Context: an optimization exercise on an open-source flow, tuned for small area. The choices shown serve that exercise and are no tape-out recipe.
Only simulation tests tie the RTL to the original design; equivalence was not proved.
Power and IR drop assume default switching activity.

==> design.v <==
module wbrf_aoi222 (
   input  logic [2:0] a,
   input  logic [2:0] b,
   output logic       y
);
   assign y = ~|(a & b);
endmodule
module wbrf_nand2 (
   input  logic a,
   input  logic b,
   output logic y
);
   assign y = ~(a & b);
endmodule
module wbrf_ao22 (
   input  logic [1:0] a,
   input  logic [1:0] b,
   output logic       y
);
   assign y = |(a & b);
endmodule
module wbrf_nand4 (
   input  logic [3:0] a,
   output logic       y
);
   assign y = ~&a;
endmodule
module wbrf_or3 (
   input  logic [2:0] a,
   output logic       y
);
   assign y = |a;
endmodule
module wbrf_and2 (
   input  logic a,
   input  logic b,
   output logic y
);
   assign y = a & b;
endmodule
module wbrf_ha (
   input  logic a,
   input  logic b,
   output logic s,
   output logic co
);
   assign {co, s} = {1'b0, a} + {1'b0, b};
endmodule
module wbrf_and8 (
   input  logic [7:0] a,
   output logic       y
);
   assign y = &a;
endmodule
module wbrf_rdbit (
   input  logic [31:0] d,
   input  logic [31:0] s,
   output logic        y
);
   logic [11:0] n;
   logic [2:0]  m;
   for (genvar k = 0; k < 10; k++) begin : g_aoi
      wbrf_aoi222 u (.a(d[3*k+3:3*k+1]), .b(s[3*k+3:3*k+1]), .y(n[k]));
   end
   wbrf_nand2 u_n0 (.a(d[0]), .b(s[0]), .y(n[10]));
   wbrf_nand2 u_n31 (.a(d[31]), .b(s[31]), .y(n[11]));
   wbrf_nand4 u_m0 (.a(n[3:0]), .y(m[0]));
   wbrf_nand4 u_m1 (.a(n[7:4]), .y(m[1]));
   wbrf_nand4 u_m2 (.a(n[11:8]), .y(m[2]));
   wbrf_or3 u_y (.a(m), .y(y));
endmodule
module wbrf_wdbit (
   input  logic [2:0] src,
   input  logic [2:0] sel,
   input  logic       rst,
   output logic       wd,
   output logic [1:0] wdat
);
   logic n;
   wbrf_aoi222 u (.a(src), .b(sel), .y(n));
   wbrf_inv u_wd (.a(n), .y(wd));
   wbrf_nor2 u_w0 (.a(n), .b(rst), .y(wdat[0]));
   wbrf_nor2 u_w1 (.a(n), .b(rst), .y(wdat[1]));
endmodule
module wbrf_nor2 (
   input  logic a,
   input  logic b,
   output logic y
);
   assign y = ~(a | b);
endmodule
module wbrf_inv (
   input  logic a,
   output logic y
);
   assign y = ~a;
endmodule
module wbrf_a21o (
   input  logic a1,
   input  logic a2,
   input  logic b,
   output logic y
);
   assign y = (a1 & a2) | b;
endmodule
module wbrf_and3 (
   input  logic [2:0] a,
   output logic       y
);
   assign y = &a;
endmodule
module wbrf_byp (
   input  logic [4:0] ra,
   input  logic [4:0] wa,
   input  logic       we,
   output logic       byp
);
   assign byp = we && (wa == ra) && (ra != 5'd0);
endmodule
module wbrf_rdpre (
   input  logic [4:0] ra,
   input  logic [4:0] wa,
   input  logic       we,
   output logic [3:0] lo,
   output logic [7:0] hi,
   output logic       byp
);
   logic [4:0] ra_n;
   logic       byp_n;
   for (genvar j = 0; j < 5; j++) begin : g_bit
      wbrf_inv u_n (.a(ra[j]), .y(ra_n[j]));
   end
   wbrf_byp u_byp (.ra(ra), .wa(wa), .we(we), .byp(byp));
   wbrf_inv u_byp_n (.a(byp), .y(byp_n));
   for (genvar k = 0; k < 4; k++) begin : g_lo
      wbrf_and3 u (.a({byp_n, k[1] ? ra[1] : ra_n[1], k[0] ? ra[0] : ra_n[0]}), .y(lo[k]));
   end
   for (genvar k = 0; k < 8; k++) begin : g_hi
      wbrf_and3 u (.a({k[2] ? ra[4] : ra_n[4], k[1] ? ra[3] : ra_n[3], k[0] ? ra[2] : ra_n[2]}),
                   .y(hi[k]));
   end
endmodule
module wbrf_wrpre (
   input  logic [4:0] wa,
   input  logic       we,
   output logic [3:0] lo,
   output logic [7:0] hi
);
   logic [4:0] wa_n;
   for (genvar j = 0; j < 5; j++) begin : g_bit
      wbrf_inv u_n (.a(wa[j]), .y(wa_n[j]));
   end
   for (genvar k = 0; k < 4; k++) begin : g_lo
      wbrf_and3 u (.a({we, k[1] ? wa[1] : wa_n[1], k[0] ? wa[0] : wa_n[0]}), .y(lo[k]));
   end
   for (genvar k = 0; k < 8; k++) begin : g_hi
      wbrf_and3 u (.a({k[2] ? wa[4] : wa_n[4], k[1] ? wa[3] : wa_n[3], k[0] ? wa[2] : wa_n[2]}),
                   .y(hi[k]));
   end
endmodule
module wbrf_rddec (
   input  logic [4:0]  ra,
   input  logic [4:0]  wa,
   input  logic        we,
   output logic [31:0] sa,
   output logic [31:0] sb
);
   logic [3:0] lo;
   logic [7:0] hi;
   wbrf_rdpre u_pre (.ra(ra), .wa(wa), .we(we), .lo(lo), .hi(hi), .byp(sa[0]));
   assign sb[0] = sa[0];
   for (genvar i = 1; i < 32; i++) begin : g_s
      wbrf_and2 u_a (.a(lo[i % 4]), .b(hi[i / 4]), .y(sa[i]));
      wbrf_and2 u_b (.a(lo[i % 4]), .b(hi[i / 4]), .y(sb[i]));
   end
endmodule
module writeback_regfile #(
   parameter int XLEN = 32,
   parameter int NREG = 32
) (
   input  logic            clk,
   input  logic            rst,
   input  logic            regfile_we_w,
   input  logic [1:0]      regfile_src_sel_w,
   input  logic [XLEN-1:0] pc_plus4_w,
   input  logic [XLEN-1:0] alu_result_w,
   input  logic [XLEN-1:0] mem_data_w,
   input  logic [4:0]      wa_w,
   input  logic            retire_w,
   input  logic [4:0]      ra1,
   input  logic [4:0]      ra2,
   input  logic            instret_we,
   input  logic [63:0]     instret_wd,
   output logic [XLEN-1:0] rd1,
   output logic [XLEN-1:0] rd2,
   output logic [XLEN-1:0] wd_w,
   output logic [63:0]     instret
);
   logic [XLEN-1:0] mem [1:NREG-1];
   logic [1:0][XLEN-1:0] wdat;     
   logic [1:0][NREG-1:1] wen;      
   logic [1:0][31:0]     sel1, sel2;
   logic [2:0]      srcsel;
   assign srcsel[0] = (regfile_src_sel_w == 2'b00);
   assign srcsel[1] = (regfile_src_sel_w == 2'b01);
   assign srcsel[2] = (regfile_src_sel_w == 2'b10);
   for (genvar b = 0; b < XLEN; b++) begin : g_wd
      wbrf_wdbit u (.src({pc_plus4_w[b], mem_data_w[b], alu_result_w[b]}), .sel(srcsel),
                    .rst(rst), .wd(wd_w[b]), .wdat({wdat[1][b], wdat[0][b]}));
   end
   logic [3:0] wlo;
   logic [7:0] whi;
   wbrf_wrpre u_wpre (.wa(wa_w), .we(regfile_we_w), .lo(wlo), .hi(whi));
   for (genvar i = 1; i < NREG; i++) begin : g_wen
      wbrf_a21o u_0 (.a1(wlo[i % 4]), .a2(whi[i / 4]), .b(rst), .y(wen[0][i]));
      wbrf_a21o u_1 (.a1(wlo[i % 4]), .a2(whi[i / 4]), .b(rst), .y(wen[1][i]));
   end
   logic [XLEN-1:0] mem_d [1:NREG-1];
   for (genvar i = 1; i < NREG; i++) begin : g_reg
      logic [1:0] wen_n;
      wbrf_inv u_wen_n0 (.a(wen[0][i]), .y(wen_n[0]));
      wbrf_inv u_wen_n1 (.a(wen[1][i]), .y(wen_n[1]));
      for (genvar b = 0; b < XLEN; b++) begin : g_bit
         wbrf_ao22 u_hold (.a({wen_n[b / 16], wen[b / 16][i]}), .b({mem[i][b], wdat[i / 16][b]}),
                           .y(mem_d[i][b]));
      end
   end
   always_ff @(posedge clk) begin
      for (int i = 1; i < NREG; i++)
         mem[i] <= mem_d[i];
   end
   wbrf_rddec u_dec1 (.ra(ra1), .wa(wa_w), .we(regfile_we_w), .sa(sel1[0]), .sb(sel1[1]));
   wbrf_rddec u_dec2 (.ra(ra2), .wa(wa_w), .we(regfile_we_w), .sa(sel2[0]), .sb(sel2[1]));
   for (genvar b = 0; b < XLEN; b++) begin : g_rd
      logic [31:0] col;
      assign col[0] = wd_w[b];
      for (genvar i = 1; i < NREG; i++) begin : g_col
         assign col[i] = mem[i][b];
      end
      wbrf_rdbit u_rd1 (.d(col), .s(sel1[b / 16]), .y(rd1[b]));
      wbrf_rdbit u_rd2 (.d(col), .s(sel2[b / 16]), .y(rd2[b]));
   end
   logic [7:0]  grp_all;     
   logic [8:0]  grp_cin;     
   logic [64:0] cy;
   logic [63:0] sum;
   logic [63:0] instret_d;
   logic        ld, keep;
   assign grp_cin[0] = retire_w;
   for (genvar j = 0; j < 8; j++) begin : g_grp
      wbrf_and8 u_all (.a(instret[8*j+7:8*j]), .y(grp_all[j]));
      wbrf_and2 u_cin (.a(grp_cin[j]), .b(grp_all[j]), .y(grp_cin[j+1]));
      assign cy[8*j] = grp_cin[j];
      for (genvar k = 0; k < 8; k++) begin : g_bit
         logic co;
         wbrf_ha u_ha (.a(instret[8*j+k]), .b(cy[8*j+k]), .s(sum[8*j+k]), .co(co));
         if (k < 7) begin : g_c
            assign cy[8*j+k+1] = co;
         end
      end
   end
   assign ld   = instret_we & ~rst;
   assign keep = ~instret_we & ~rst;
   for (genvar i = 0; i < 64; i++) begin : g_cnt
      wbrf_ao22 u_mux (.a({keep, ld}), .b({sum[i], instret_wd[i]}), .y(instret_d[i]));
   end
   always_ff @(posedge clk)
      instret <= instret_d;
endmodule
==> config.mk <==
export PLATFORM = sky130hd
export DESIGN_NAME = writeback_regfile
export DESIGN_NICKNAME = writeback_regfile
export VERILOG_FILES = /design/flow/design.v
export SDC_FILE = /design/flow/constraint.sdc
export NUM_CORES = 4
export LEC_CHECK = 0
export CAP_MARGIN = 10
export CORE_MARGIN = 2
export CORE_UTILIZATION = 55
export PLACE_DENSITY = 0.7
export SLEW_MARGIN = 10
export SYNTH_HIERARCHICAL = 1
export SYNTH_MINIMUM_KEEP_SIZE = 0
==> standard.sh <==
#!/bin/bash
# synth_recipe.tcl (not shown) runs the flow's synth.tcl, then flattens the netlist and writes it again
# the make line also repeats each setting of config.mk as NAME=value (left out here)
make -C /OpenROAD-flow-scripts/flow DESIGN_CONFIG=/design/flow/config.mk WORK_HOME=/design/flow/orfs CLKGATE_MAP_FILE= SYNTH_SCRIPT=/design/flow/synth_recipe.tcl "${@:-finish}"
==> constraint.sdc <==
create_clock -name core_clock -period 7.0 [get_ports {clk}]
set_input_delay 1.4000 -clock core_clock [delete_from_list [all_inputs] [get_ports {clk}]]
set_output_delay 1.4000 -clock core_clock [all_outputs]
set_load 0.01 [all_outputs]
==> flow/run.sh <==
#!/bin/bash
# The standard layout (the standard.sh, unchanged synthesis), with two changes:
# the port buffers use the smallest buffer cell, and clock tree synthesis builds its
# leaves from small clock buffers (clkbuf_4, up to 10 flip-flops each) without dummy loads.
set -uo pipefail
export BUFFER_PORTS_ARGS="-buffer_cell sky130_fd_sc_hd__buf_1"
export CTS_ARGS="-sink_clustering_enable -repair_clock_nets -dont_use_dummy_load -sink_clustering_size 10 -sink_clustering_max_diameter 40 -buf_list sky130_fd_sc_hd__clkbuf_4"
bash standard.sh > flow_make.log 2>&1
==> results of run 1 <==
-- flip-flops by register name, summed over array words and instances, names as in the netlist --
register / count
instret: 64
mem: 992
-- metrics by stage --
| stage | hold WS [ns] | worst slack (ns) | TNS (ns) |
|---|---|---|---|
| 2_1_floorplan | 0.461 | 1.86 | 0 |
| 3_3_place_gp | 0.474 | 0.455 | 0 |
| 3_5_place_dp | 0.477 | 0.475 | 0 |
| 4_1_cts | 0.463 | 0.475 | 0 |
| 5_1_grt | 0.514 | 0.00975 | 0 |
| 6_report | 0.502 | -0.00245 | -0.00245 |
-- Yosys stat by module, one instance, submodules excluded, excerpt --
| module | cells inside | cell area, sq um | times used |
|---|---|---|---|
| writeback_regfile | 1093 | 21400 | 1 |
| wbrf_and8 | 3 | 16.3 | 7 |
| wbrf_ha | 1 | 12.5 | 64 |
| wbrf_ao22 | 1 | 8.76 | 1056 |
| wbrf_a21o | 1 | 7.51 | 62 |
| wbrf_rddec | 1 | 7.51 | 2 |
| wbrf_or3 | 1 | 6.26 | 64 |
| wbrf_and2 | 1 | 6.26 | 131 |
-- per-layer routing --
metal	GRT usage [%]	part of all wire, %
met1	57.4	36
met2	63.2	41
met3	12.2	15
met4	29.5	8.2
met5	0	0.024
-- power groups by stage --
stage	sequential, mW	clock [mW]	combinational, mW
floorplan	6.95	0	0.906
global placement	7.06	0	1.49
detailed placement	7.06	0	1.51
CTS	6.93	3.02	1.51
global route	7.01	3.26	1.65
finish	6.96	3.02	1.59
-- cell type report --
type | instances | area, sq um
Inverter | 111 | 417
Fill cell | 6624 | 30500
Timing Repair Buffer | 408 | 1790
Clock buffer | 149 | 1120
Antenna cell | 14 | 35.0
Sequential cell | 1056 | 21100
Multi-Input combinational cell | 2515 | 20900
Tap cell | 1040 | 1300
-- final timing paths --
| kind | start | to | slack [ns] | depth (start not counted) |
|---|---|---|---|---|
| min reg2reg | mem[26][25] | mem[26][25] | 0.50 | 1 |
| min | mem[26][25] | mem[26][25] | 0.50 | 1 |
| max reg2reg | instret[4] | instret[63] | 3.41 | 18 |
| max | wa_w[2] | rd1[30] | -0.002 | 11 |
-- logic make-up after synthesis --
logic type	share of synthesized area [%]
buf+inv	1.57
flops	49.5
simple gates	8.36
fa+ha+maj	1.88
xor+xnor	0.164
compound gates	38.5
-- timing repair --
item / in CTS / in global routing
setup buffers: 0 / 0
setup endpoints to repair: 0 / 2
resized for setup: 0 / 2
-- layout by cell type, fill, tap and decap left out, types with 6 or more instances in the layout --
cell type	n
a21o_1	62
a222oi_1	672
a22o_1	1056
and2_1	129
and3_1	36
buf_1	340
buf_4	67
clkbuf_4	150
dfxtp_1	1056
diode_2	14
ha_1	64
inv_1	111
nand2_1	130
nand4_1	206
nor2_1	69
or3_1	64
xor2_1	6
==> results.toml, run 1 <==
[layout]
fin_util_pct = 60.5
syn2layout_area_growth_pct = 9.42
drive_gt1_share_pct = 5.33
final_cells = 5293
post-route-cell-area_sq_um = 46700
nets = 4487

[worst_setup_path]
critical_path.max_fanout = 16
critical-path-top-delay-family = "simple AND/OR/NAND/NOR gates"
setup.worst_path.end_class = "primary output"
cp-start-kind = "input pin"
worstPathRequired_ns = 5.60
cpMaxStageDelayCell = "a222oi_1"
worst_path_most_repeated_cell = "buf_1"
cp_cell_sequence = "buf_1 -> nor4_1 -> o21ai_0 -> and4_1 -> inv_1 -> and3_1 -> and2_1 -> a222oi_1 -> nand4_1 -> or3_1 -> buf_1"
crit_buf_inv = 3
arrival_ns = 5.60
slowest_delay_ns = 0.82
path_class = "in2out"

[yosys]
synth_top_area_share_pct = 49.5
synth_cells = 3716
ys_async_sr_fraction_pct = 0
seq_area_frac_synth_pct = 49.5
netlist.top_cell.by_area = "dfxtp_1"
synth_nets = 3962
syn_area_per_cell_sq_um = 11.5
ys_warn_count = 10
synth_area_leaders = "dfxtp_1 50%, a22o_1 22%, a222oi_1 16%, nand4_1 3.0%, and2_1 1.9%"
synthTopCellsByCount = "1056 x a22o_1, 1056 x dfxtp_1, 672 x a222oi_1, 206 x nand4_1, 131 x and2_1"
ys.flop_type = "dfxtp_1"
ys_types = 22
ys_ff_latch = 1056
synth_edf_count = 0
syn_area_sq_um = 42700

[sta]
slew_headroom_pct = 10.2
fmax_mhz = 143
worst_slew_pin_slew_ns = 1.34
clock_skew_ns = 0.0499
rsz0062_at_grt = "no"
setup-violations-final = 1
hold_viol_final = 0
period_minus_slack_ns = 7.00
setup_slack_ns = -0.00245
maxSlewViolCount = 0
timing.final.crit_share_pct = 100

[run]
maxCapViolCount = 0

[floorplanning]
dieArea_sq_um = 79900
dieWidth_um = 283
die_h_um = 283
core_sq_um = 77200
placementRows = 102
start_util_pct = 55.3
io_pins = 342

[global_routing]
antenna_found_initial = 12
grt-ovfl-total = 0
grt_max_degree = 68
grt.total_usage_pct = 43.9
grt_pass1_vias = 39200
grt_pass1_wl_mm = 263

[placed_design]
place_congestion = 1.07
dpl.hpwl_mm = 120
portBuffers = 341
placed_cells_incl_taps = 5129
place_area_sq_um = 45600

[clocking]
cts_root_buf = "clkbuf_4"
hold_buffers = 0
htreeDepth = 4
clk_pin_slew_ns = 0.06
cts.sinks = 1056
clockBufferDepth = 3
clkLatencyLatePin_ns = 1.06
cts_tree = "done"
cts_buffers = 149

[drt]
ant_nets = 0
first_pass_iters = 17
drt_iter0_drc = 10800
route.detailed.drc = 0
viasPerCell = 8.14
wl_per_cell_um = 34.5
wirelength_mm = 182
vias = 43100

[outcome]
status = "finished with violations"
failed_checks = "setup timing"

[power_and_ir_drop]
p_sw_mw = 3.52
p_comb_share_pct = 13.8
total_power_mw = 11.6
vdd_drop_max_v = 0.000151
leakagePower_nw = 18.5
cell_internal_pwr_mw = 8.06
p_clk_share_pct = 26.1
pwr-share-seq_pct = 60.1
power.density_nw_per_um2 = 248
switching_share_pct = 30.4

[min_path]
hp-class = "reg2reg"
==> run 2, diff against run 1 <==
--- a/design.v
+++ b/design.v
@@ -76,3 +76,3 @@
    output logic       wd,
-   output logic [1:0] wdat
+   output logic       wdat
 );
@@ -81,4 +81,3 @@
    wbrf_inv u_wd (.a(n), .y(wd));
-   wbrf_nor2 u_w0 (.a(n), .b(rst), .y(wdat[0]));
-   wbrf_nor2 u_w1 (.a(n), .b(rst), .y(wdat[1]));
+   wbrf_nor2 u_w (.a(n), .b(rst), .y(wdat));
 endmodule
@@ -199,3 +198,3 @@
    logic [XLEN-1:0] mem [1:NREG-1];
-   logic [1:0][XLEN-1:0] wdat;     
+   logic [XLEN-1:0]      wdat;
    logic [1:0][NREG-1:1] wen;      
@@ -208,3 +207,3 @@
       wbrf_wdbit u (.src({pc_plus4_w[b], mem_data_w[b], alu_result_w[b]}), .sel(srcsel),
-                    .rst(rst), .wd(wd_w[b]), .wdat({wdat[1][b], wdat[0][b]}));
+                    .rst(rst), .wd(wd_w[b]), .wdat(wdat[b]));
    end
@@ -223,3 +222,3 @@
       for (genvar b = 0; b < XLEN; b++) begin : g_bit
-         wbrf_ao22 u_hold (.a({wen_n[b / 16], wen[b / 16][i]}), .b({mem[i][b], wdat[i / 16][b]}),
+         wbrf_ao22 u_hold (.a({wen_n[b / 16], wen[b / 16][i]}), .b({mem[i][b], wdat[b]}),
                            .y(mem_d[i][b]));
--- a/config.mk
+++ b/config.mk
@@ -7,3 +7,3 @@
 export LEC_CHECK = 0
-export CAP_MARGIN = 10
+export CAP_MARGIN = 20
 export CORE_MARGIN = 2
@@ -11,3 +11,3 @@
 export PLACE_DENSITY = 0.7
-export SLEW_MARGIN = 10
+export SLEW_MARGIN = 20
 export SYNTH_HIERARCHICAL = 1
==> results.toml, run 2 <==
[floorplanning]
dieArea_sq_um = 79700
io_pins = 342
start_util_pct = 55.2
dieWidth_um = 282
die_h_um = 282
core_sq_um = 77100
placementRows = 102

[yosys]
synth_top_area_share_pct = 49.6
ys_ff_latch = 1056
synth_cells = 3684
ys_async_sr_fraction_pct = 0
ys_types = 22
synth_area_leaders = "dfxtp_1 50%, a22o_1 22%, a222oi_1 16%, nand4_1 3.0%, and2_1 1.9%"
ys.flop_type = "dfxtp_1"
synth_nets = 3930
seq_area_frac_synth_pct = 49.6
synthTopCellsByCount = "1056 x a22o_1, 1056 x dfxtp_1, 672 x a222oi_1, 206 x nand4_1, 131 x and2_1"
syn_area_per_cell_sq_um = 11.6
synth_edf_count = 0
netlist.top_cell.by_area = "dfxtp_1"
syn_area_sq_um = 42600
ys_warn_count = 10

[power_and_ir_drop]
p_comb_share_pct = 13.5
p_clk_share_pct = 26.0
power.density_nw_per_um2 = 248
pwr-share-seq_pct = 60.5
switching_share_pct = 30.4
p_sw_mw = 3.51
vdd_drop_max_v = 0.000173
cell_internal_pwr_mw = 8.04
leakagePower_nw = 18.3
total_power_mw = 11.5

[placed_design]
place_area_sq_um = 45400
place_congestion = 1.04
portBuffers = 341
dpl.hpwl_mm = 120

[clocking]
cts_root_buf = "clkbuf_4"
cts_resized = 0
clkLatencyLatePin_ns = 1.03
cts_buffers = 148
htreeDepth = 4
clockBufferDepth = 3
hold_buffers = 0
cts.sinks = 1056
clk_pin_slew_ns = 0.06
postCtsSetupRepairBufs = 0
cts_tree = "done"

[layout]
reg_top3 = "mem: 992 flops, instret: 64 flops"
post-route-cell-area_sq_um = 46500
drive_gt1_share_pct = 5.39
nets = 4426
largest_reg_flops = 992
nFillCells = 6541
largest_register = "mem"
final_cell_mix = "1056 x a22o_1, 1056 x dfxtp_1, 672 x a222oi_1"
syn2layout_area_growth_pct = 9.31

[drt]
drt_iter0_drc = 11600
wirelength_mm = 185
ant_nets = 0
route.detailed.drc = 0
wl_per_cell_um = 35.3
viasPerCell = 8.25
first_pass_iters = 28
vias = 43100

[sta]
maxSlewViolCount = 0
fmax_mhz = 142
clock_skew_ns = 0.0702
fin_hold_ws_ns = 0.503
setup-violations-final = 2
slew_headroom_pct = 19.9
period_minus_slack_ns = 7.06
worst_slew_pin_slew_ns = 1.20
hold_viol_final = 0
rsz0062_at_grt = "no"
setup_slack_ns = -0.0616
timing.final.crit_share_pct = 101

[outcome]
failed_checks = "setup timing"
status = "finished with violations"

[worst_setup_path]
crit_start = "ra2[1]"
critical_path.max_fanout = 16
r2r_start = "instret[6]"
worstPathRequired_ns = 5.60
path_class = "in2out"
setup.worst_path.end_class = "primary output"
cp-start-kind = "input pin"
arrival_ns = 5.66

[min_path]
hp-class = "reg2reg"
min-delay-start = "mem[20][30]"

[global_routing]
grt_pass1_wl_mm = 266
grt-ovfl-total = 0
grt_pass1_vias = 38900
grt.total_usage_pct = 44.5
grt_max_degree = 65
antenna_found_initial = 10

[run]
maxCapViolCount = 0
-- run 2: metrics by stage --
step                      std cells  TNS (ns)  utilization (%)  setup slack, ns
after detailed placement       5070         0             58.9            0.532
final                          5225    -0.123             60.4          -0.0616
after floorplan                3684         0                -             1.86
after global routing           5220         0             60.4           0.0145
after CTS                      5218         0             60.4            0.506
after global placement         5070         0             58.9            0.528
-- run 2: cell families (layout without fill, tap and decap cells) --
logic type               Yosys count  after routing  synth area share (%)
XOR/XNOR                           8              8                 0.165
AND/OR/NAND/NOR                  619            619                  8.10
flip-flops                      1056           1056                  49.6
other                              0              7                     0
adder cells (fa/ha/maj)           64             64                  1.88
buffers and inverters            145            639                  1.58
AO/OA/AOI/OAI                   1792           1792                  38.6
-- run 2: worst paths after layout --
| kind | depth (start not counted) | end | slack (ns) |
|---|---|---|---|
| worst min-delay path | 1 | mem[20][30] | 0.50 |
| worst max register to register | 18 | instret[63] | 3.37 |
| worst max-delay path | 12 | rd2[0] | -0.06 |
| worst min register to register | 1 | mem[20][30] | 0.50 |
-- run 2: final cells by class --
| class | instances | area [sq um] | area share (%) |
|---|---|---|---|
| Sequential cell | 1056 | 21100 | 45.4 |
| Multi-Input combinational cell | 2483 | 21000 | 45.1 |
| Timing Repair Buffer | 380 | 1590 | 3.41 |
| Tap cell | 1040 | 1300 | 2.80 |
| Clock buffer | 148 | 1110 | 2.39 |
| Inverter | 111 | 417 | 0.895 |
| Antenna cell | 7 | 17.5 | 0.0376 |
-- run 2: per-module statistics from Yosys, one instance, submodules excluded, excerpt --
module | flip-flops and latches | cells inside | area, sq um | times used
wbrf_a21o | 0 | 1 | 7.51 | 62
wbrf_and2 | 0 | 1 | 6.26 | 131
wbrf_and3 | 0 | 1 | 6.26 | 36
wbrf_and8 | 0 | 3 | 16.3 | 7
wbrf_ao22 | 0 | 1 | 8.76 | 1056
wbrf_aoi222 | 0 | 1 | 10.0 | 672
wbrf_byp | 0 | 10 | 70.1 | 2
wbrf_ha | 0 | 1 | 12.5 | 64
wbrf_inv | 0 | 1 | 3.75 | 111
wbrf_nand2 | 0 | 1 | 3.75 | 128
wbrf_nand4 | 0 | 1 | 6.26 | 192
wbrf_nor2 | 0 | 1 | 3.75 | 32
wbrf_or3 | 0 | 1 | 6.26 | 64
wbrf_rddec | 0 | 1 | 7.51 | 2
writeback_regfile | 1056 | 1093 | 21400 | 1
-- run 2: power by group through the flow --
stage          clock network, mW  logic [mW]  registers (mW)
2_1_floorplan                  0       0.904            6.95
3_3_place_gp                   0        1.46            7.08
3_5_place_dp                   0        1.48            7.07
4_1_cts                     3.01        1.48            6.95
5_1_grt                     3.25        1.61            7.02
6_report                    3.00        1.56            6.98
-- run 2: critical path, cell delays in order --
cell	delay [ns]
buf_1	0.33
xor2_1	0.13
nor3_1	0.22
and4_1	0.29
inv_1	0.09
and3_1	0.47
buf_4	0.29
and2_1	0.40
a222oi_1	0.67
nand4_1	0.61
or3_1	0.59
buf_1	0.16
-- run 2: routing by layer --
metal / up-vias / track usage, % / share of wire, %
met5: - / 0.611 / 0.077
met4: 14 / 24.5 / 6.9
met3: 756 / 16.0 / 16
met2: 4226 / 62.1 / 40
met1: 20600 / 59.5 / 37
li1: 17500 / - / -
==> run 3, diff against run 2 <==
--- a/config.mk
+++ b/config.mk
@@ -11,2 +11,3 @@
 export PLACE_DENSITY = 0.7
+export SETUP_SLACK_MARGIN = 0.15
 export SLEW_MARGIN = 20
==> results.toml, run 3 <==
[drt]
ant_nets = 0
drt_iter0_drc = 11700
route.detailed.drc = 0
vias = 43200
first_pass_iters = 22
viasPerCell = 8.26
wl_per_cell_um = 35.3
wirelength_mm = 185

[floorplanning]
die_h_um = 282
start_util_pct = 55.2
io_pins = 342
dieWidth_um = 282
placementRows = 102
core_sq_um = 77100
dieArea_sq_um = 79700

[clocking]
cts_buffers = 148
cts_resized = 0
cts_root_buf = "clkbuf_4"
postCtsSetupRepairBufs = 0
clkLatencyLatePin_ns = 1.03
clk_pin_slew_ns = 0.10
clockBufferDepth = 3
hold_buffers = 0
cts.sinks = 1056
cts_tree = "done"
htreeDepth = 4

[global_routing]
grt_max_degree = 65
antenna_found_initial = 10
grt_pass1_wl_mm = 266
grt-ovfl-total = 0
grt.total_usage_pct = 44.5
grt_pass1_vias = 38900

[sta]
timing.final.crit_share_pct = 98.5
period_minus_slack_ns = 6.89
rsz0062_at_grt = "no"
slew_headroom_pct = 19.9
setup-violations-final = 0
setup_slack_ns = 0.106
clock_skew_ns = 0.0615
worst_slew_pin_slew_ns = 1.20
hold_viol_final = 0
maxSlewViolCount = 0
finalSetupTns_ns = 0
fmax_mhz = 145

[yosys]
synth_xor_area_share_pct = 0.165
syn_area_per_cell_sq_um = 11.6
synth_compound_area_share_pct = 38.6
synth_top_family_by_area = "compound AO/OA/AOI/OAI gates"
synthTopCellsByCount = "1056 x a22o_1, 1056 x dfxtp_1, 672 x a222oi_1, 206 x nand4_1, 131 x and2_1"
netlist.top_cell.by_area = "dfxtp_1"
ys_types = 22
ys.flop_type = "dfxtp_1"
synth.area.mux_share_pct = 0
synthAdderAreaFrac_pct = 1.88
seq_area_frac_synth_pct = 49.6
synth_nets = 3930
ys_async_sr_fraction_pct = 0
synth_area_leaders = "dfxtp_1 50%, a22o_1 22%, a222oi_1 16%, nand4_1 3.0%, and2_1 1.9%"
ys_warn_count = 10
ys_ff_latch = 1056
synth_cells = 3684
synthSimpleGateAreaFrac_pct = 8.10
synth_edf_count = 0
syn_area_sq_um = 42600
synth_top_area_share_pct = 49.6

[layout]
largest_register = "mem"
final_cell_mix = "1056 x a22o_1, 1056 x dfxtp_1, 672 x a222oi_1"
syn2layout_area_growth_pct = 9.34
drive_gt1_share_pct = 5.46
nets = 4426
reg_top3 = "mem: 992 flops, instret: 64 flops"
largest_reg_flops = 992

[worst_setup_path]
cp_cell_sequence = "buf_1 -> xor2_1 -> nor3_1 -> and4_1 -> inv_1 -> and3_1 -> and2_1 -> a222oi_1 -> nand4_1 -> or3_1 -> buf_1"
path_class = "in2out"
slowest_delay_ns = 0.86
setup.worst_path.end_class = "primary output"
crit_buf_inv = 3
critical_path.max_fanout = 16
critical-path-top-delay-family = "simple AND/OR/NAND/NOR gates"
cpMaxStageDelayCell = "a222oi_1"
arrival_ns = 5.49
cp-start-kind = "input pin"
worstPathRequired_ns = 5.60
worst_path_most_repeated_cell = "buf_1"

[power_and_ir_drop]
power.density_nw_per_um2 = 248
leakagePower_nw = 18.3
total_power_mw = 11.5
vdd_drop_max_v = 0.000173

[min_path]
hp-class = "reg2reg"

[placed_design]
place_congestion = 1.04
portBuffers = 341
dpl.hpwl_mm = 120
post-place-ws_ns = 0.532

[run]
maxCapViolCount = 0

[outcome]
status = "timing/DRC/antenna clean"
run 3: cell counts after synthesis:
No cell type changed its count.
run 3: logic make-up after synthesis:
| kind of cell | count (synthesis) |
|---|---|
| fa+ha+maj | 64 |
| flops | 1056 |
| compound gates | 1792 |
| simple gates | 619 |
| buf+inv | 145 |
| xor+xnor | 8 |
run 3: final cells by class:
cell class	instances	area [sq um]
clock buffer	148	1110
fill	6545	30500
inverter	111	417
multi-input combinational	2483	21000
tap	1040	1300
sequential	1056	21100
timing repair buffer	380	1590
antenna	11	27.5
run 3: per-stage QoR:
stage | instance area (sq um) | util (%) | instances | hold WS (ns)
after global placement | 45400 | 58.9 | 5070 | 0.474
after detailed placement | 45400 | 58.9 | 5070 | 0.476
after floorplan | 42600 | - | 3684 | 0.461
after global routing | 46500 | 60.4 | 5220 | 0.513
final | 46600 | 60.4 | 5229 | 0.505
after CTS | 46500 | 60.4 | 5218 | 0.498
run 3: Yosys stat by module, one instance, submodules excluded, a selection:
module,times used,flops+latches,area (sq um)
writeback_regfile,1,1056,21400
wbrf_byp,2,0,70.1
wbrf_and8,7,0,16.3
wbrf_ha,64,0,12.5
wbrf_ao22,1056,0,8.76
wbrf_rddec,2,0,7.51
wbrf_nand4,192,0,6.26
wbrf_and2,131,0,6.26
wbrf_and3,36,0,6.26
wbrf_nand2,128,0,3.75
wbrf_nor2,32,0,3.75
wbrf_inv,111,0,3.75
run 3: power by group:
group | switching, mW | internal (mW) | leakage (nW)
Combinational | 1.01 | 0.549 | 8.95
Clock | 2.03 | 0.972 | 0.681
Sequential | 0.464 | 6.52 | 8.71
run 3: worst paths after layout:
kind	cells after the start	from	slack (ns)	to
worst max-delay path	11	ra2[1]	0.11	rd2[15]
worst min-delay path	1	mem[31][28]	0.50	mem[31][28]
worst max register to register	18	instret[6]	3.37	instret[63]
worst min register to register	1	mem[31][28]	0.50	mem[31][28]
run 3: routing by layer:
layer | GRT usage, % | share of wire [%]
met5 | 0.611 | 0.075
met4 | 24.5 | 6.9
met3 | 16.0 | 16
met2 | 62.1 | 40
met1 | 59.5 | 37
run 3: worst reg2reg max path, cell delays in order (launching register included):
cell	delay (ns)
dfxtp_1	0.35
nand4_1	0.10
nor2_1	0.05
and2_1	0.19
and2_1	0.20
and2_1	0.18
and2_1	0.18
and2_1	0.23
and2_1	0.20
and2_1	0.16
ha_1	0.18
ha_1	0.18
ha_1	0.18
ha_1	0.18
ha_1	0.18
ha_1	0.18
ha_1	0.18
ha_1	0.27
a22o_1	0.17
==> run 4, diff against run 3 <==
--- a/config.mk
+++ b/config.mk
@@ -11,3 +11,3 @@
 export PLACE_DENSITY = 0.7
-export SETUP_SLACK_MARGIN = 0.15
+export SETUP_SLACK_MARGIN = 0.4
 export SLEW_MARGIN = 20
==> results.toml, run 4 <==
[placed_design]
place_area_sq_um = 45400
placed_cells_incl_taps = 5070
dpl.hpwl_mm = 120
portBuffers = 341
place_congestion = 1.04

[floorplanning]
die_h_um = 282
placementRows = 102
dieArea_sq_um = 79700
start_util_pct = 55.2
dieWidth_um = 282
core_sq_um = 77100
io_pins = 342

[drt]
wl_per_cell_um = 35.3
drt_iter0_drc = 11700
route.detailed.drc = 0
vias = 43000
wirelength_mm = 185
first_pass_iters = 22
viasPerCell = 8.23
ant_nets = 0

[worst_setup_path]
worstPathRequired_ns = 5.60
slowest_delay_ns = 0.95
worst_path_most_repeated_cell = "buf_1"
path_class = "in2out"
critical_path.max_fanout = 16
cp_cell_sequence = "buf_1 -> xor2_1 -> nor3_1 -> and4_1 -> inv_1 -> and3_1 -> and2_1 -> a222oi_1 -> nand4_1 -> or3_1 -> buf_1"
arrival_ns = 5.30
setup.worst_path.end_class = "primary output"
cpMaxStageDelayCell = "a222oi_1"
cp-start-kind = "input pin"

[layout]
final_cell_mix = "1056 x a22o_1, 1056 x dfxtp_1, 672 x a222oi_1"
final_cells = 5226
largest_register = "mem"
post-route-cell-area_sq_um = 46600
syn2layout_area_growth_pct = 9.37
drive_gt1_share_pct = 5.72
reg_top3 = "mem: 992 flops, instret: 64 flops"
largest_reg_flops = 992
nets = 4426

[sta]
hold_viol_final = 0
timing.final.crit_share_pct = 95.7
clock_skew_ns = 0.0624
worst_slew_pin_slew_ns = 1.23
fmax_mhz = 149
finalSetupTns_ns = 0
maxSlewViolCount = 0
rsz0062_at_grt = "no"
setup-violations-final = 0
period_minus_slack_ns = 6.70
slew_headroom_pct = 18.2

[power_and_ir_drop]
power.density_nw_per_um2 = 248
vdd_drop_max_v = 0.000173
leakagePower_nw = 18.3
total_power_mw = 11.5

[clocking]
cts_resized = 0
clockBufferDepth = 3
cts_tree = "done"
clk_pin_slew_ns = 0.10
clkLatencyLatePin_ns = 1.03
postCtsSetupRepairBufs = 0
cts.sinks = 1056
cts_buffers = 148
cts_root_buf = "clkbuf_4"
htreeDepth = 4
hold_buffers = 0

[run]
maxCapViolCount = 0

[yosys]
ys_types = 22
netlist.top_cell.by_area = "dfxtp_1"
ys_ff_latch = 1056
synthTopCellsByCount = "1056 x a22o_1, 1056 x dfxtp_1, 672 x a222oi_1, 206 x nand4_1, 131 x and2_1"
ys_async_sr_fraction_pct = 0
synth_top_area_share_pct = 49.6
ys_warn_count = 10
synth_cells = 3684
syn_area_per_cell_sq_um = 11.6
synth_nets = 3930
synth_area_leaders = "dfxtp_1 50%, a22o_1 22%, a222oi_1 16%, nand4_1 3.0%, and2_1 1.9%"
seq_area_frac_synth_pct = 49.6
syn_area_sq_um = 42600
synth_edf_count = 0
ys.flop_type = "dfxtp_1"

[min_path]
hp-class = "reg2reg"

[global_routing]
antenna_found_initial = 10
grt_pass1_vias = 38900
grt_max_degree = 65
grt_pass1_wl_mm = 266
grt-ovfl-total = 0
grt.total_usage_pct = 44.5

[outcome]
status = "timing/DRC/antenna clean"
run 4: cell counts after synthesis:
No cell type changed its count.
run 4: worst max-delay path, delay by kind of cell:
family	cells	cell delay, ns
buffers and inverters	3	0.53
XOR/XNOR	1	0.11
AND/OR/NAND/NOR	6	2.29
AO/OA/AOI/OAI	1	0.95
run 4: metrics by stage:
| stage | worst slack [ns] | hold slack, ns | util (%) |
|---|---|---|---|
| CTS | 0.506 | 0.498 | 60.4 |
| floorplan | 1.86 | 0.461 | - |
| detailed placement | 0.532 | 0.476 | 58.9 |
| finish | 0.303 | 0.502 | 60.4 |
| global route | 0.419 | 0.513 | 60.4 |
| global placement | 0.528 | 0.474 | 58.9 |
run 4: Yosys stat by module (local to each module, per instance), excerpt:
module             cells  flops+latches  cell area, sq um  copies in the design
wbrf_a21o              1              0              7.51                    62
wbrf_and2              1              0              6.26                   131
wbrf_and3              1              0              6.26                    36
wbrf_and8              3              0              16.3                     7
wbrf_ao22              1              0              8.76                  1056
wbrf_aoi222            1              0              10.0                   672
wbrf_byp              10              0              70.1                     2
wbrf_ha                1              0              12.5                    64
wbrf_inv               1              0              3.75                   111
wbrf_nand2             1              0              3.75                   128
wbrf_nand4             1              0              6.26                   192
wbrf_nor2              1              0              3.75                    32
wbrf_or3               1              0              6.26                    64
wbrf_rddec             1              0              7.51                     2
writeback_regfile   1093           1056             21400                     1
run 4: cell type report:
cell class                 instances  area [sq um]
timing repair buffer             380          1590
antenna                            8          20.0
inverter                         111           417
fill                            6552         30500
multi-input combinational       2483         21000
clock buffer                     148          1110
tap                             1040          1300
sequential                      1056         21100
run 4: final timing paths:
| kind | startpoint | to | slack (ns) | depth (start not counted) |
|---|---|---|---|---|
| worst max-delay path | ra1[3] | rd1[31] | 0.30 | 11 |
| worst min-delay path | mem[31][28] | mem[31][28] | 0.50 | 1 |
| worst max register to register | instret[6] | instret[63] | 3.37 | 18 |
| worst min register to register | mem[31][28] | mem[31][28] | 0.50 | 1 |
run 4: logic make-up (layout without fill, tap and decap cells):
kind of cell,Yosys count,count (layout),share of synthesized area [%]
buffers and inverters,145,639,1.58
adders and majority gates,64,64,1.88
other,0,8,0
xor gates and xnor gates,8,8,0.165
DFF,1056,1056,49.6
and+or+nand+nor,619,619,8.10
AOI/OAI and AO/OA,1792,1792,38.6
run 4: report_power, final:
| group | switching, mW | internal, mW |
|---|---|---|
| Clock | 2.02 | 0.972 |
| Sequential | 0.464 | 6.52 |
| Combinational | 1.01 | 0.550 |
run 4: routing by layer:
metal  routed length (um)  GRT usage, %  vias up
met1                67100          59.5    20500
met3                30100          16.0      787
met4                13300          24.5       14
li1                     -             -    17500
met5                  138         0.611        -
met2                73900          62.1     4272

-- re-timing with driven ports --
Ports are ideal in the flow. The routed layouts listed here were re-timed in OpenROAD. Step 1 assumes that a clkbuf_16 drives the clock port and a buf_2 every other input. Step 2 adds t to the input delays and takes it off the output delays; t is the mean of the earliest and latest rising clock arrival at the registers after step 1. Input paths then give back, and output paths get back, about the clock's delay inside the block. a / b / c = ideal / step 1 / step 2; a / b = the first two.
| run | t, ns | setup WS [ns] | hold WS [ns] | worst setup path after step 2 | slew at the worst register clock pin (ns) |
|---|---|---|---|---|---|
| run 1 | 1.085 | -0.002 / -0.033 / -0.033 | 0.502 / 0.502 / 0.502 | input to output | 0.12 / 0.12 |
| run 2 | 1.071 | -0.062 / -0.091 / -0.091 | 0.503 / 0.503 / 0.503 | input to output | 0.12 / 0.12 |
| run 3 | 1.071 | 0.106 / 0.061 / 0.061 | 0.505 / 0.505 / 0.505 | input to output | 0.12 / 0.12 |
| run 4 | 1.063 | 0.303 / 0.273 / 0.273 | 0.502 / 0.502 / 0.502 | input to output | 0.12 / 0.12 |
For run 3, which loses most, drivers alone change the setup slack by -0.045 ns; drivers and shift together by -0.045 ns.
